Context: an optimization exercise on an open-source flow, tuned for small area and few clock cycles. The choices shown serve that exercise and are no tape-out recipe. Only simulation tests tie the RTL to the original design; equivalence was not proved. Power is estimated from default activity; no workload was simulated.

== run A ==
Design text_to_lcd_command_stream, start of the top module:
module text_to_lcd_command_stream #(
	parameter int unsigned PAGE_COUNT = ttlcd_pkg::PageCountDef
) (
	input  logic       clk,
	input  logic       arst_n,
	input  logic       in_valid,
	output logic       in_ready,
	input  logic [7:0] char_code,
	output logic       out_valid,
	input  logic       out_ready,
	output logic [7:0] out_byte,
	output logic       is_data,
	output logic       last
);
Size in the first run: about 440 cells after synthesis, roughly 27 flip-flops, ~2900 µm² of cells after synthesis.
export LEC_CHECK = 0
export CAP_MARGIN = 20
export CORE_MARGIN = 2
export CORE_UTILIZATION = 30
export GPL_TIMING_DRIVEN = 0
export PLACE_DENSITY = 0.5
export SLEW_MARGIN = 20
export SYNTH_MEMORY_MAX_BITS = 16384
create_clock -name core_clock -period 5.0 [get_ports {clk}]
standard.sh (not shown) runs the stock make flow with config.mk's settings and CLKGATE_MAP_FILE= SYNTH_SCRIPT=/design/flow/synth_recipe.tcl, a recipe that flattens the netlist after the stock synthesis.
==> flow/flow/run.sh <==
#!/bin/bash
# Layout flow: the standard layout (standard.sh) with these changes to how it is made:
#  - synthesis: ABC maps the combinational logic with flow/abc_area_map.script (choices,
#    then area-oriented mapping) in place of ORFS's abc_area.script, and Yosys's half/full
#    adder extraction is skipped (ADDER_MAP_FILE empty) so ABC optimises those gates with
#    the rest. Registers are mapped by dfflibmap before either step, exactly as in the
#    standard synthesis, and synth_recipe.tcl's flatten and renaming are kept as they are;
#  - every input and output port still gets its own buffer, a sky130_fd_sc_hd__buf_1
#    (BUFFER_PORTS_ARGS) instead of the larger cell buffer_ports picks by default.
# Each tool's output goes to ORFS's logs under orfs/logs/; make's own output to
# make_finish.log here.
set -euo pipefail
W=$(pwd)
sed -e 's#log_cmd abc {\*}$abc_args#log_cmd abc {*}[lreplace $abc_args 1 1 '"$W"'/flow/abc_area_map.script]#' \
	"$FLOW_HOME/scripts/synth.tcl" > "$W/synth_area.tcl"
grep -q 'abc_area_map.script' "$W/synth_area.tcl"
sed -e "s#\$::env(SCRIPTS_DIR)/synth.tcl#$W/synth_area.tcl#" "$W/synth_recipe.tcl" > "$W/synth_wrap.tcl"
grep -q 'synth_area.tcl' "$W/synth_wrap.tcl"
bash "$W/standard.sh" SYNTH_SCRIPT="$W/synth_wrap.tcl" ADDER_MAP_FILE= \
	BUFFER_PORTS_ARGS="-buffer_cell sky130_fd_sc_hd__buf_1" finish > "$W/make_finish.log" 2>&1
==> flow/flow/abc_area_map.script <==
strash
 dc2
 &get -n
 &dch -f
 &nf -D 3000 -R 1000
 &put
 topo
 stime -c
Run A: all stages complete, timing, DRC and antenna checks passed
Testbench counts of run A, summed over its fixed seeds: cycles 84,008.
The following lists how run B was set up differently from run A:
- CORE_UTILIZATION changed from 30 to 35
- PLACE_DENSITY changed from 0.5 to 0.65
==> flow/flow/abc_area_map.script <==
strash
 dc2
 &get -n
 &dch -f
 &nf -R 1000
 &put
 topo
 stime -c
 upsize -D 2000
 dnsize -D 2000
==> summary.txt <==
NOTE: summed area of non-filler cells in the final layout in run B exceeds that of run A
Detailed-placement wirelength estimate: run B worse than run A
Run B finished all stages; however, its layout fails the closing checks, the failures being setup timing.
Taking run A as the reference, in run B portion of the post-synthesis area used by sequential elements saw a decrease; layout inverter count without the clock tree saw little to no change; share of cell area taken by muxes after synthesis saw little to no change; peak clock frequency supported by timing saw a decrease; least setup slack across all paths after layout saw a decrease.

========
raven:
text_to_lcd_command_stream, a different RTL version from the one above (not shown whole).
For scale: roughly 27 flip-flops, roughly 2800 um2 of cells after synthesis.
clock: 5.0 ns
lec_check: 0
cap_margin: 20
core_margin: 2
core_utilization: 30
cts_cluster_diameter: 200
cts_cluster_size: 30
gpl_timing_driven: 0
place_density: 0.5
setup_slack_margin: 0.2
slew_margin: 20
synth_memory_max_bits: 16384
==> flow/flow/abc_area_map.script <==
strash
 dc2
 &get -n
 &syn2
 &dch -f
 &nf -R 1000
 &put
 topo
 stime -c
Scripts as last shown in full above: flow/flow/run.sh
Testbench counts of raven, summed over its fixed seeds: cycles 84,008.
Inputs modified between raven and cedar:
- a deleted CTS_CLUSTER_SIZE that had been 30
- a deleted CTS_CLUSTER_DIAMETER that had been 200
- a change of SETUP_SLACK_MARGIN from 0.2 to 0.1
[summary]
When cedar is set beside raven, its actual transition at the worst max-transition pin turns out to be 22 ps smaller.
Between cedar and raven, it is cedar whose power after layout is higher, by about 0.7%.
Looking at global-route wire length before repair, cedar sits below raven.
Input-level comparison between ember and cedar:
- swapping 0.5 for 0.55 in PLACE_DENSITY
- swapping 0.1 for 0.3 in SETUP_SLACK_MARGIN
==> flow/flow/abc_area_map.script <==
strash
 &get -n
 &dch -f
 &nf -D 3000 -R 1000
 &put
 topo
 stime -c
--- outcome ---
Compared with cedar, ember shows count of buffers not belonging to the clock network in the layout lower by about 26%.
ember against cedar: global-route wire length before repair shows a reduction of about 6%, count of clock-buffer cells in the layout shows a reduction of 1.
ember vs. cedar: fmax fell 1.4 MHz; area of all placed cells without fillers went down 6.5%; final standard cell count with taps included and fillers excluded shows a reduction of about 11%.
Share of cell area taken by muxes after synthesis came out higher on ember than on cedar.
Re pin count of the biggest net entering global routing: ember is 3.6% down on cedar.
The footprint of the multi-input gates number comes out lower for ember vs cedar.
Between cedar and ember, the flow reports overall routed net length decreasing by a little under 10%.

========
text_to_lcd_command_stream again, from the RTL that the note above started with.
// text_to_lcd_command_stream
module text_to_lcd_command_stream #(
	parameter int unsigned PAGE_COUNT = ttlcd_pkg::PageCountDef
) (
	input  logic       clk,
	input  logic       arst_n,
	input  logic       in_valid,
	output logic       in_ready,
	input  logic [7:0] char_code,
	output logic       out_valid,
	input  logic       out_ready,
	output logic [7:0] out_byte,
	output logic       is_data,
	output logic       last
);
==> flow/config.mk <==
export PLATFORM = sky130hd
export DESIGN_NAME = text_to_lcd_command_stream
export DESIGN_NICKNAME = text_to_lcd_command_stream
export VERILOG_FILES = /design/flow/design.v
export SDC_FILE = /design/flow/constraint.sdc
export NUM_CORES = 4
export LEC_CHECK = 0
export CAP_MARGIN = 20
export CORE_MARGIN = 2
export CORE_UTILIZATION = 30
export GPL_TIMING_DRIVEN = 0
export PLACE_DENSITY = 0.5
export SETUP_SLACK_MARGIN = 0.3
export SLEW_MARGIN = 20
export SYNTH_MEMORY_MAX_BITS = 16384
==> flow/constraint.sdc <==
create_clock -name core_clock -period 5.0 [get_ports {clk}]
set_input_delay 1.0000 -clock core_clock [delete_from_list [all_inputs] [get_ports {clk}]]
set_output_delay 1.0000 -clock core_clock [all_outputs]
set_load 0.01 [all_outputs]
==> flow/flow/abc_area_map.script <==
strash
 &get -n
 &dch -f
 &nf -D 3000 -R 1000
 &put
 topo
 stime -c
Scripts as last shown in full above: flow/flow/run.sh
Testbench counts at the start, summed over its fixed seeds: cycles 84,008.
Change:
==> flow/flow/abc_area_map.script (replaced) <==
strash
 dc2
 &get -n
 &dch -f
 &nf -D 3000 -R 1000
 &put
 topo
 stime -c
SETUP_SLACK_MARGIN = 0.2   (was 0.3)
=>
- The new run finished clean
- worst setup slack gains 78 ps
- cell count increases by about 3%
- utilization decreases by 1.1 points
- global-route usage decreases by 0.51 points
- flip-flop and latch count does not change
Change:
==> flow/flow/abc_area_map.script (replaced) <==
strash
 &get -n
 &dch -f
 &nf -D 3000 -R 1000
 &put
 topo
 stime -c
After rerunning: Cell area drops by 1.5%; setup slack got worse by 270 ps; cell count fell by 2.9%.

[re-timing with driven ports]
No port has a modelled driver above. Below, the same layouts with a new extraction and two added sets of constraints. Step 1 (the two cells are an assumption about what drives the block):
set clk [get_ports {clk}]
set_driving_cell -lib_cell sky130_fd_sc_hd__clkbuf_16 $clk
set_driving_cell -lib_cell sky130_fd_sc_hd__buf_2 [delete_from_list [all_inputs] $clk]
Step 2 also shifts input and output timing later by t, the mid clock arrival at the registers, as if the neighbouring blocks saw the same clock. Slacks: no drivers / after step 1 / after step 2; pairs: no drivers / after step 1.
run	shift t [ns]	setup slack, ns	worst setup path after step 2	worst slew at a driven data input, ns	cell pins on the clock port's net
run A	0.290	0.160 / 0.160 / 0.160	register to register	0.03	1
run B	0.299	-0.080 / -0.080 / -0.080	register to register	0.04	1
raven	0.292	0.453 / 0.453 / 0.453	register to register	0.03	1
cedar	0.294	0.357 / 0.357 / 0.357	register to register	0.03	1
ember	0.290	0.328 / 0.328 / 0.328	register to register	0.03	1
the first run of note 3	0.294	0.345 / 0.345 / 0.345	register to register	0.03	1
the second run of note 3	0.292	0.423 / 0.423 / 0.423	register to register	0.04	1
the third run of note 3	0.293	0.156 / 0.156 / 0.156	register to register	0.03	1
